This design comes from an exercise in tuning for small area, a short achievable clock period and few clock cycles per item on the open sky130 flow, not from production work. In this exercise RTL edits were held to simulation tests only and were not proved equivalent to the original. Power figures rest on the tool's default switching activity, not on a simulated workload.

--- flow/design.v ---
package edma_pkg;
	localparam int ECHO_W          = 16;
	localparam int DIST_W          = 19;
	localparam int CFG_W           = 5;
	localparam int MAX_SAMPLES_DEF = 16;
	localparam int DIST_MUL_W = 11;
	localparam int PROD_W     = ECHO_W + DIST_MUL_W;
	localparam logic [DIST_MUL_W-1:0] DIST_MUL = DIST_MUL_W'(1114);
	localparam int DIST_SHIFT = 8;
endpackage
module echo_distance_moving_average #(
	parameter int MAX_SAMPLES = edma_pkg::MAX_SAMPLES_DEF
) (
	input  logic                       clk,
	input  logic                       arst_n,
	input  logic                       echo_valid,
	output logic                       echo_ready,
	input  logic [edma_pkg::ECHO_W-1:0] echo_us,
	output logic                       result_valid,
	input  logic                       result_ready,
	output logic [edma_pkg::DIST_W-1:0] result_distance_q8,
	output logic                       result_valid_res,
	input  logic                       cfg_wr_en,
	input  logic [edma_pkg::CFG_W-1:0] cfg_wr_data
);
	localparam int SlotW = $clog2(MAX_SAMPLES);
	localparam int CntW  = $clog2(MAX_SAMPLES + 1);
	localparam int TotW  = edma_pkg::DIST_W + SlotW;
	localparam int DcW   = $clog2(TotW + 1);
	typedef enum logic [2:0] {
		S_IDLE,
		S_CONV,
		S_UPD,
		S_DIV,
		S_OUT
	} state_t;
	state_t              state_q;
	logic [edma_pkg::ECHO_W-1:0]   us_q;
	logic [edma_pkg::DIST_W-1:0]   dist_s1;
	logic [SlotW-1:0]    slot_s1;
	logic [edma_pkg::DIST_W-1:0]   rd_s2;
	logic [edma_pkg::CFG_W-1:0]    window_q;
	logic [SlotW-1:0]    write_slot_q;
	logic [CntW-1:0]     fill_q;
	logic [TotW-1:0]     total_q;
	logic [TotW-1:0]     dvd_q;
	logic [CntW-1:0]     rem_q;
	logic [CntW-1:0]     div_q;
	logic [DcW-1:0]      div_cnt_q;
	logic [edma_pkg::DIST_W-1:0]   pend_dist_q;
	logic                pend_vld_q;
	logic                out_valid_q;
	logic [edma_pkg::DIST_W-1:0]   out_dist_q;
	logic                out_vld_q;
	logic [edma_pkg::DIST_W-1:0]   ring [MAX_SAMPLES];
	logic [edma_pkg::PROD_W-1:0]   prod;
	logic [edma_pkg::DIST_W-1:0]   echo_dist;
	logic [SlotW-1:0]    slot_eff;
	logic [SlotW-1:0]    slot_nx;
	logic                full;
	logic [TotW-1:0]     total_nx;
	logic [CntW-1:0]     fill_nx;
	logic [CntW:0]       trial;
	logic                qbit;
	logic [TotW-1:0]     dvd_nx;
	logic [edma_pkg::CFG_W-1:0]    window_wr;
	logic                out_free;
	logic                tmo_clr;
	assign prod      = edma_pkg::PROD_W'(us_q) * edma_pkg::PROD_W'(edma_pkg::DIST_MUL);
	assign echo_dist = edma_pkg::DIST_W'(prod >> edma_pkg::DIST_SHIFT);
	assign slot_eff = (int'(write_slot_q) >= int'(window_q)) ? '0 : write_slot_q;
	assign slot_nx  = (int'(slot_s1) + 1 >= int'(window_q)) ? '0 : SlotW'(slot_s1 + 1'b1);
	assign full     = int'(fill_q) >= int'(window_q);
	assign total_nx = total_q - (full ? TotW'(rd_s2) : '0) + TotW'(dist_s1);
	assign fill_nx  = full ? fill_q : CntW'(fill_q + 1'b1);
	assign trial  = {rem_q, dvd_q[TotW-1]};
	assign qbit   = trial >= {1'b0, div_q};
	assign dvd_nx = {dvd_q[TotW-2:0], qbit};
	assign tmo_clr = (state_q == S_CONV) && (us_q == '0) && (int'(window_q) > 1);
	always_comb begin
		window_wr = cfg_wr_data;
		if (cfg_wr_data == '0) begin
			window_wr = edma_pkg::CFG_W'(1);
		end else if (int'(cfg_wr_data) > MAX_SAMPLES) begin
			window_wr = edma_pkg::CFG_W'(MAX_SAMPLES);
		end
	end
	assign out_free = !out_valid_q || result_ready;
	assign echo_ready         = state_q == S_IDLE;
	assign result_valid       = out_valid_q;
	assign result_distance_q8 = out_dist_q;
	assign result_valid_res   = out_vld_q;
	always_ff @(posedge clk) begin
		if (state_q == S_CONV) begin
			rd_s2 <= ring[slot_eff];
		end
		if (state_q == S_UPD) begin
			ring[slot_s1] <= dist_s1;
		end
	end
	always_ff @(posedge clk or negedge arst_n) begin
		if (!arst_n) begin
			state_q      <= S_IDLE;
			window_q     <= edma_pkg::CFG_W'(1);
			write_slot_q <= '0;
			fill_q       <= '0;
			total_q      <= '0;
			out_valid_q  <= 1'b0;
		end else begin
			if (state_q == S_OUT && out_free) begin
				out_valid_q <= 1'b1;
			end else if (out_valid_q && result_ready) begin
				out_valid_q <= 1'b0;
			end
			case (state_q)
				S_IDLE: begin
					if (echo_valid) begin
						us_q    <= echo_us;
						state_q <= S_CONV;
					end
				end
				S_CONV: begin
					dist_s1 <= echo_dist;
					slot_s1 <= slot_eff;
					if (us_q == '0) begin
						pend_dist_q <= '0;
						pend_vld_q  <= 1'b0;
						state_q     <= S_OUT;
					end else if (int'(window_q) <= 1) begin
						pend_dist_q <= echo_dist;
						pend_vld_q  <= 1'b1;
						state_q     <= S_OUT;
					end else begin
						state_q <= S_UPD;
					end
				end
				S_UPD: begin
					dvd_q     <= total_nx;
					div_q     <= fill_nx;
					rem_q     <= '0;
					div_cnt_q <= DcW'(TotW);
					state_q   <= S_DIV;
				end
				S_DIV: begin
					rem_q     <= qbit ? CntW'(trial - {1'b0, div_q}) : CntW'(trial);
					dvd_q     <= dvd_nx;
					div_cnt_q <= div_cnt_q - 1'b1;
					if (div_cnt_q == DcW'(1)) begin
						pend_dist_q <= dvd_nx[edma_pkg::DIST_W-1:0];
						pend_vld_q  <= 1'b1;
						state_q     <= S_OUT;
					end
				end
				S_OUT: begin
					if (out_free) begin
						out_dist_q  <= pend_dist_q;
						out_vld_q   <= pend_vld_q;
						state_q     <= S_IDLE;
					end
				end
				default: begin
					state_q <= S_IDLE;
				end
			endcase
			if (cfg_wr_en) begin
				window_q <= window_wr;
			end
			if (cfg_wr_en || tmo_clr) begin
				write_slot_q <= '0;
				fill_q       <= '0;
				total_q      <= '0;
			end else if (state_q == S_UPD) begin
				total_q      <= total_nx;
				fill_q       <= fill_nx;
				write_slot_q <= slot_nx;
			end
		end
	end
endmodule
--- flow/constraint.sdc ---
create_clock -name core_clock -period 5.5 [get_ports {clk}]
set_input_delay 1.1000 -clock core_clock [delete_from_list [all_inputs] [get_ports {clk}]]
set_output_delay 1.1000 -clock core_clock [all_outputs]
set_load 0.01 [all_outputs]
--- flow/run.sh ---
#!/bin/bash
# synth_recipe.tcl (not shown) runs the flow's synth.tcl, then flattens the netlist and writes it again
# the make line also repeats each setting of config.mk as NAME=value (left out here)
make -C /OpenROAD-flow-scripts/flow DESIGN_CONFIG=/design/flow/config.mk WORK_HOME=/design/flow/orfs CLKGATE_MAP_FILE= SYNTH_SCRIPT=/design/flow/synth_recipe.tcl finish
--- flow/config.mk ---
export PLATFORM = sky130hd
export DESIGN_NAME = echo_distance_moving_average
export DESIGN_NICKNAME = echo_distance_moving_average
export VERILOG_FILES = /design/flow/design.v
export SDC_FILE = /design/flow/constraint.sdc
export NUM_CORES = 4
export LEC_CHECK = 0
export CAP_MARGIN = 20
export CORE_MARGIN = 2
export CORE_UTILIZATION = 40
export SLEW_MARGIN = 20
==> notes.md <==
[kinds of logic (layout without fill, tap and decap cells)]
kind of cell	count (synthesis)	after routing	share of synthesized area [%]
simple gates	400	400	7.76
buf+inv	260	345	4.24
compound gates	376	376	11.1
fa+ha+maj	196	196	11.8
flops	481	481	58.7
mux	62	62	4.64
xor+xnor	47	47	1.75
[layer usage]
metal	wire length [um]	vias up	global-route usage, %
met4	960	0	4.40
li1	-	6838	-
met2	27200	271	30.3
met3	2340	55	2.63
met1	24900	7538	24.2
met5	0	-	0
[final cells by class]
cell class / count / area (sq um)
flip-flops and latches: 481 / 14200
well taps: 782 / 978
repair buffers: 81 / 721
clock buffers: 59 / 1340
clock inverters: 32 / 354
fillers: 5390 / 32800
multi-input cells: 1081 / 9060
inverters: 173 / 649
[state kept, by name, summed over array words and instances, names as in the netlist, 5 cells and up]
register and count:
pend_dist_q 19, ring 304, rd_s2 19, div_cnt_q 5, us_q 16, out_dist_q 19
window_q 5, total_q 23, rem_q 5, div_q 5, fill_q 5, dvd_q 23
dist_s1 19
[power breakdown]
part	switching, uW	internal [uW]	total, uW	leakage [uW]
logic	5030	3170	8200	0.00472
registers	553	5270	5830	0.00452
clock network	1430	2070	3490	0.000822
total	7010	10500	17500	0.0101
[final timing paths]
check / start / end / slack, ps / depth (start not counted)
max in group asynchronous: arst_n / write_slot_q[1] / 4220 / 2
worst min-delay path: pend_dist_q[18] / out_dist_q[18] / 410 / 0
worst min register to register: pend_dist_q[18] / out_dist_q[18] / 410 / 0
worst max register to register: window_q[0] / dvd_q[15] / 670 / 18
worst max-delay path: window_q[0] / dvd_q[15] / 670 / 18
min in group asynchronous: arst_n / state_q[0] / 450 / 1
[Yosys cell counts (19+ instances only)]
cell         n  area (sq um)
o31ai_1     24           180
o21ai_0     72           360
dfrtp_1     40          1000
a221o_1     19           190
xnor2_1     34           298
and2_1      27           169
ha_1       143          1790
inv_1      172           646
a21oi_1     79           395
fa_1        53          1060
a22o_1      28           245
clkbuf_1    56           210
a21o_1      20           150
buf_2       22           110
nor2_1      94           353
a31oi_1     27           169
mux2_2      24           270
nor2b_1     31           194
nand2_1    155           582
mux4_2      38           856
a2bb2oi_1   19           166
nor3_1      20           100
edfxtp_1   440         13200
[through the flow]
step	instances	area, sq um	setup WS, ps
2_1_floorplan	1822	24200	1040
3_3_place_gp	2598	25600	758
3_5_place_dp	2598	25700	736
4_1_cts	2689	27300	724
5_1_grt	2689	27400	337
6_report	2689	27400	670
==> impl_metrics.env <==
export IMPL_status="complete, no violations"
export IMPL_insertion_delay_ps=600
export IMPL_cts_post_setup_buffers_inserted=0
export IMPL_drt_total_wl_um=55400
export IMPL_vias_per_cell=5.47
export IMPL_gp_congestion=0.876
export IMPL_ctsResizeCount=0
export IMPL_synth_seq_cells=481
export IMPL_finalHoldViolations=0
export IMPL_yosysWarnings=1
export IMPL_die_h_um=250
export IMPL_rows=90
export IMPL_cts_num_sinks=481
export IMPL_tns_ps=0
export IMPL_layout_common_cells="edfxtp_1, inv_1, nand2_1, ha_1, nor2_1"
export IMPL_start_kind="register"
export IMPL_yosys_most_used_dff="edfxtp_1"
export IMPL_nets=2091
export IMPL_worst_pin_slew_ps=983
export IMPL_syn_inst=1822
export IMPL_avgRoutedWirePerCell_um=20.6
export IMPL_grt_remaining_overflow=0
export IMPL_antenna_found_initial=1
export IMPL_path_buf_inv=2
export IMPL_final_util_pct=45.5
export IMPL_die_w_um=250
export IMPL_clockBufferDepth=3
export IMPL_grt_usage_pct=17.9
export IMPL_dieArea_sq_um=62600
export IMPL_path_cells="ha_1, nand2b_1, a21o_1, a21o_1, a21oi_1, o21bai_1, buf_4, and2_1, fa_1, inv_1, ha_1, a21oi_1, o21ai_1, a311o_1, a31oi_1, o21ai_0, xnor2_1, o21ai_0"
export IMPL_fmax_mhz=207
export IMPL_postCtsHoldBufs=0
export IMPL_slew_violations=0
export IMPL_maxSlewHeadroom_pct=34.5
export IMPL_synth_edf_count=440
export IMPL_cp_max_fo=17
export IMPL_io_pins=48
export IMPL_synth_async_reset_ratio_pct=8.52
export IMPL_ir_drop_mv=0.479
export IMPL_first_iter_violations=949
export IMPL_drtAntennaViolNets=0
export IMPL_seq_area_frac_synth_pct=58.7
export IMPL_drive_gt1_share_pct=12.0
export IMPL_p_leak_uw=0.0101
export IMPL_syn_cell_area_sq_um=24200
export IMPL_critPathKind="reg -> reg"
export IMPL_portBuffers=47
export IMPL_power_total_uw=17500
export IMPL_numCtsBuffers=51
export IMPL_max_stage_delay_ps=550
export IMPL_period_share_pct=87.8
export IMPL_drcViolationCount=0
export IMPL_initial_core_util_pct=40.3
export IMPL_power_density_nw_per_um2=641
export IMPL_grt_max_degree=61
export IMPL_cts_root_buf="clkbuf_16"
export IMPL_area_growth_pct=12.8
export IMPL_cp_arrival_ps=5150
export IMPL_cpLargestDelayFamily="compound AO/OA/AOI/OAI gates"
export IMPL_slowest_stage="dfstp_2"
export IMPL_hpwl_um=37600
export IMPL_endpoint_kind="register"
export IMPL_synth_distinct_cells=83
export IMPL_rsz0062_at_grt="no"
export IMPL_clock_skew_ps=21.9
export IMPL_grt_pass1_vias=15300
export IMPL_syn_nets=2044
export IMPL_core_sq_um=60100
export IMPL_mostFrequentLayoutCell="edfxtp_1"
export IMPL_hold_ws_ps=413
export IMPL_syn_avg_cell_area_sq_um=13.3
export IMPL_cts_htree_levels=2
export IMPL_clk_pin_slew_ps=60
export IMPL_holdCritPathClass="reg -> reg"
export IMPL_dr_total_vias=14700
export IMPL_first_pass_iters=5
export IMPL_finalCriticalPeriod_ps=4830
export IMPL_setup_viol=0
export IMPL_grt_pass1_wl_um=87700
export IMPL_required_ps=5820
export IMPL_cts_tree="yes"
export IMPL_antennaDiodeCount=0
export IMPL_cap_violations=0
Testbench counts, summed over its fixed seeds: cycles 129,573, items 5,207.

## port drivers added, routing unchanged
The results above use ideal ports. As a check the final layout listed here was re-extracted and re-timed, cells and wires unchanged. Step 1 (the two cells are an assumption about what drives the block):
set clk [get_ports {clk}]
set_driving_cell -lib_cell sky130_fd_sc_hd__clkbuf_16 $clk
set_driving_cell -lib_cell sky130_fd_sc_hd__buf_2 [delete_from_list [all_inputs] $clk]
Step 2 also shifts input and output timing later by t, the mid clock arrival at the registers, as if the neighbouring blocks saw the same clock. Slacks: ideal ports / drivers / drivers and shift; pairs: ideal ports / drivers.
shift t [ns]: 0.650
slack for setup (ns): 0.670 / 0.670 / 0.670
worst setup path at the end: register to register
clock arrival spread, ns: 0.022 / 0.022
worst data-port slew with drivers (ns): 0.05
After both steps this run still meets setup and hold. The setup slack of this run moves by 0.000 ns with the drivers and by 0.000 ns with both steps.
